From an optimization exercise on the open Yosys and OpenROAD flow, aimed at small area, a short achievable clock period and few clock cycles per item; shortcuts taken in it are not production practice. Only simulation tests tie the RTL to the original design; equivalence was not proved. Power and IR drop assume default switching activity.

==> flow/design.v <==
module voice_gen #(
    parameter int unsigned NUM_VOICES = 16,
    parameter logic [22:0] LFSR_SEED  = 23'h7FFFF8
) (
    input  logic        clk_i,
    input  logic        rst_i,
    input  logic        start_i,
    input  logic [3:0]  voice_idx_i,
    input  logic [15:0] freq_i,
    input  logic [11:0] pw_i,
    input  logic [3:0]  wave_i,
    output logic        ready_o,
    output logic [9:0]  wave_o
);
    logic [23:0] acc_m  [NUM_VOICES];
    logic [22:0] lfsr_m [NUM_VOICES];
    logic [NUM_VOICES-1:0] vld_q;
    logic        ready_q;
    logic [3:0]  idx_q;
    logic [11:0] pw_q;
    logic [3:0]  sel_q;
    logic [23:0] acc_q;     
    logic [22:0] lfsr_q;    
    logic        step_q;    
    logic [22:0] lfsr_next;
    logic [9:0]  saw, tri_w, pulse, noise, shaped;
    assign lfsr_next = step_q ? {lfsr_q[21:0], lfsr_q[22] ^ lfsr_q[17]} : lfsr_q;
    assign saw   = acc_q[23:14];
    assign tri_w = acc_q[23] ? ~acc_q[22:13] : acc_q[22:13];
    assign pulse = (acc_q[23:12] >= pw_q) ? '1 : '0;
    assign noise = {lfsr_next[22], lfsr_next[20], lfsr_next[16], lfsr_next[13],
                    lfsr_next[11], lfsr_next[7],  lfsr_next[4],  lfsr_next[2], 2'b00};
    always_comb begin
        shaped = '1;
        if (sel_q[0]) shaped = shaped & tri_w;
        if (sel_q[1]) shaped = shaped & saw;
        if (sel_q[2]) shaped = shaped & pulse;
        if (sel_q[3]) shaped = shaped & noise;
        if (sel_q == 4'd0) shaped = '0;
    end
    logic [NUM_VOICES-1:0] wb;        
    logic [NUM_VOICES-1:0] rd_sel;    
    logic        fwd;                 
    logic [23:0] acc_rd, acc_sum;
    logic [22:0] lfsr_rd;
    always_comb begin
        fwd     = ready_q && (voice_idx_i == idx_q);
        acc_rd  = fwd ? acc_q     : '0;
        lfsr_rd = fwd ? lfsr_next : '0;
        for (int unsigned v = 0; v < NUM_VOICES; v++) begin
            wb[v]     = ready_q && (idx_q == 4'(v));
            rd_sel[v] = (voice_idx_i == 4'(v)) && vld_q[v] && !wb[v];
            acc_rd    = acc_rd  | ({24{rd_sel[v]}} & acc_m[v]);
            lfsr_rd   = lfsr_rd | ({23{rd_sel[v]}} & lfsr_m[v]);
        end
        if (rd_sel == '0 && !fwd) lfsr_rd = LFSR_SEED;
    end
    assign acc_sum = acc_rd + {8'd0, freq_i};
    always_ff @(posedge clk_i) begin
        idx_q  <= voice_idx_i;
        pw_q   <= pw_i;
        sel_q  <= wave_i;
        acc_q  <= acc_sum;
        lfsr_q <= lfsr_rd;
        step_q <= !acc_rd[19] && acc_sum[19];
        for (int unsigned v = 0; v < NUM_VOICES; v++) begin
            if (wb[v]) begin
                acc_m[v]  <= acc_q;
                lfsr_m[v] <= lfsr_next;
            end
        end
    end
    always_ff @(posedge clk_i or posedge rst_i) begin
        if (rst_i) begin
            ready_q <= 1'b0;
            vld_q   <= '0;
        end else begin
            ready_q <= start_i;
            vld_q   <= vld_q | wb;
        end
    end
    assign ready_o = ready_q;
    assign wave_o  = shaped;
endmodule
clock: 6.5 ns
lec_check: 0
cap_margin: 20
core_margin: 2
core_utilization: 40
cts_cluster_diameter: 80
cts_cluster_size: 24
setup_slack_margin: 2.0
slew_margin: 20
run.sh (not shown) runs the stock make flow with config.mk's settings and CLKGATE_MAP_FILE= SYNTH_SCRIPT=/design/flow/synth_recipe.tcl, a recipe that flattens the netlist after the stock synthesis.
Testbench counts at the start, summed over its fixed seeds: cycles 32,000, items 32,000.
Change:
==> flow/design.v (replaced) <==
module voice_gen #(
    parameter int unsigned NUM_VOICES = 16,
    parameter logic [22:0] LFSR_SEED  = 23'h7FFFF8
) (
    input  logic        clk_i,
    input  logic        rst_i,
    input  logic        start_i,
    input  logic [3:0]  voice_idx_i,
    input  logic [15:0] freq_i,
    input  logic [11:0] pw_i,
    input  logic [3:0]  wave_i,
    output logic        ready_o,
    output logic [9:0]  wave_o
);
    logic [23:0] acc_m  [NUM_VOICES];
    logic [22:0] lfsr_m [NUM_VOICES];
    logic [NUM_VOICES-1:0] vld_q;
    logic        ready_q;
    logic [3:0]  idx_q;
    logic [11:0] pw_q;
    logic [3:0]  sel_q;
    logic [23:0] acc_q;     
    logic [22:0] lfsr_q;    
    logic        step_q;    
    logic        fwd;
    logic        vld_rd;
    logic [23:0] acc_rd, acc_sum;
    logic [22:0] lfsr_rd, lfsr_old, lfsr_next;
    assign fwd      = ready_q && (voice_idx_i == idx_q);
    assign vld_rd   = vld_q[voice_idx_i];
    assign acc_rd   = vld_rd ? acc_m[voice_idx_i]  : '0;
    assign lfsr_rd  = vld_rd ? lfsr_m[voice_idx_i] : LFSR_SEED;
    assign lfsr_old = fwd ? lfsr_next : lfsr_rd;
    assign acc_sum  = acc_rd + {8'd0, freq_i};
    logic [9:0]  saw, tri_w, pulse, noise, shaped;
    assign lfsr_next = step_q ? {lfsr_q[21:0], lfsr_q[22] ^ lfsr_q[17]} : lfsr_q;
    assign saw   = acc_q[23:14];
    assign tri_w = acc_q[23] ? ~acc_q[22:13] : acc_q[22:13];
    assign pulse = (acc_q[23:12] >= pw_q) ? '1 : '0;
    assign noise = {lfsr_next[22], lfsr_next[20], lfsr_next[16], lfsr_next[13],
                    lfsr_next[11], lfsr_next[7],  lfsr_next[4],  lfsr_next[2], 2'b00};
    always_comb begin
        shaped = '1;
        if (sel_q[0]) shaped = shaped & tri_w;
        if (sel_q[1]) shaped = shaped & saw;
        if (sel_q[2]) shaped = shaped & pulse;
        if (sel_q[3]) shaped = shaped & noise;
        if (sel_q == 4'd0) shaped = '0;
    end
    always_ff @(posedge clk_i) begin
        idx_q  <= voice_idx_i;
        pw_q   <= pw_i;
        sel_q  <= wave_i;
        acc_q  <= acc_sum;
        lfsr_q <= lfsr_old;
        step_q <= !acc_rd[19] && acc_sum[19];
        for (int unsigned v = 0; v < NUM_VOICES; v++) begin
            if (start_i && voice_idx_i == 4'(v))
                acc_m[v]  <= acc_sum;
            if (ready_q && idx_q == 4'(v))
                lfsr_m[v] <= lfsr_next;
        end
    end
    always_ff @(posedge clk_i or posedge rst_i) begin
        if (rst_i) begin
            ready_q <= 1'b0;
            vld_q   <= '0;
        end else begin
            ready_q <= start_i;
            if (start_i) vld_q[voice_idx_i] <= 1'b1;
        end
    end
    assign ready_o = ready_q;
    assign wave_o  = shaped;
endmodule
Synthesized area went up by 1.5%.
Design area rose by 3.1%.
Routed wire length rose by 3.0%.
Maximum frequency climbs by 0.42%.
Sequential share of layout area is lower by 2.7 points.
Sequential cell count came out lower by 12.
Total power is about the same.
Die area climbs by 1.5%.
Global-route usage goes down by 0.16 points.
Worst setup slack gets better by 19 ps.
Testbench counts after the change, summed over its fixed seeds: cycles 32,000, items 32,000.

[what the ideal ports hide]
The flow's constraints put no driver on any port. The routed layouts listed below were extracted and timed again, unchanged, in two steps. Step 1, drivers: a clkbuf_16 drives clk_i and a buf_2 each remaining input, both assumed. Step 2 also shifts input and output timing later by t, the mid clock arrival at the registers, as if the neighbouring blocks saw the same clock. Slacks: ideal / step 1 / step 2; pairs: ideal / step 1.
| run | t (ns) | slack for setup (ns) | cell pins on the clock port's net |
|---|---|---|---|
| the first run | 0.670 | 2.001 / 1.940 / 1.468 | 1 |
| the second run | 0.661 | 2.020 / 1.997 / 1.336 | 1 |
After both steps every run listed still meets setup and hold. For the second run, which loses most, drivers alone change the setup slack by -0.023 ns; drivers and shift together by -0.684 ns.
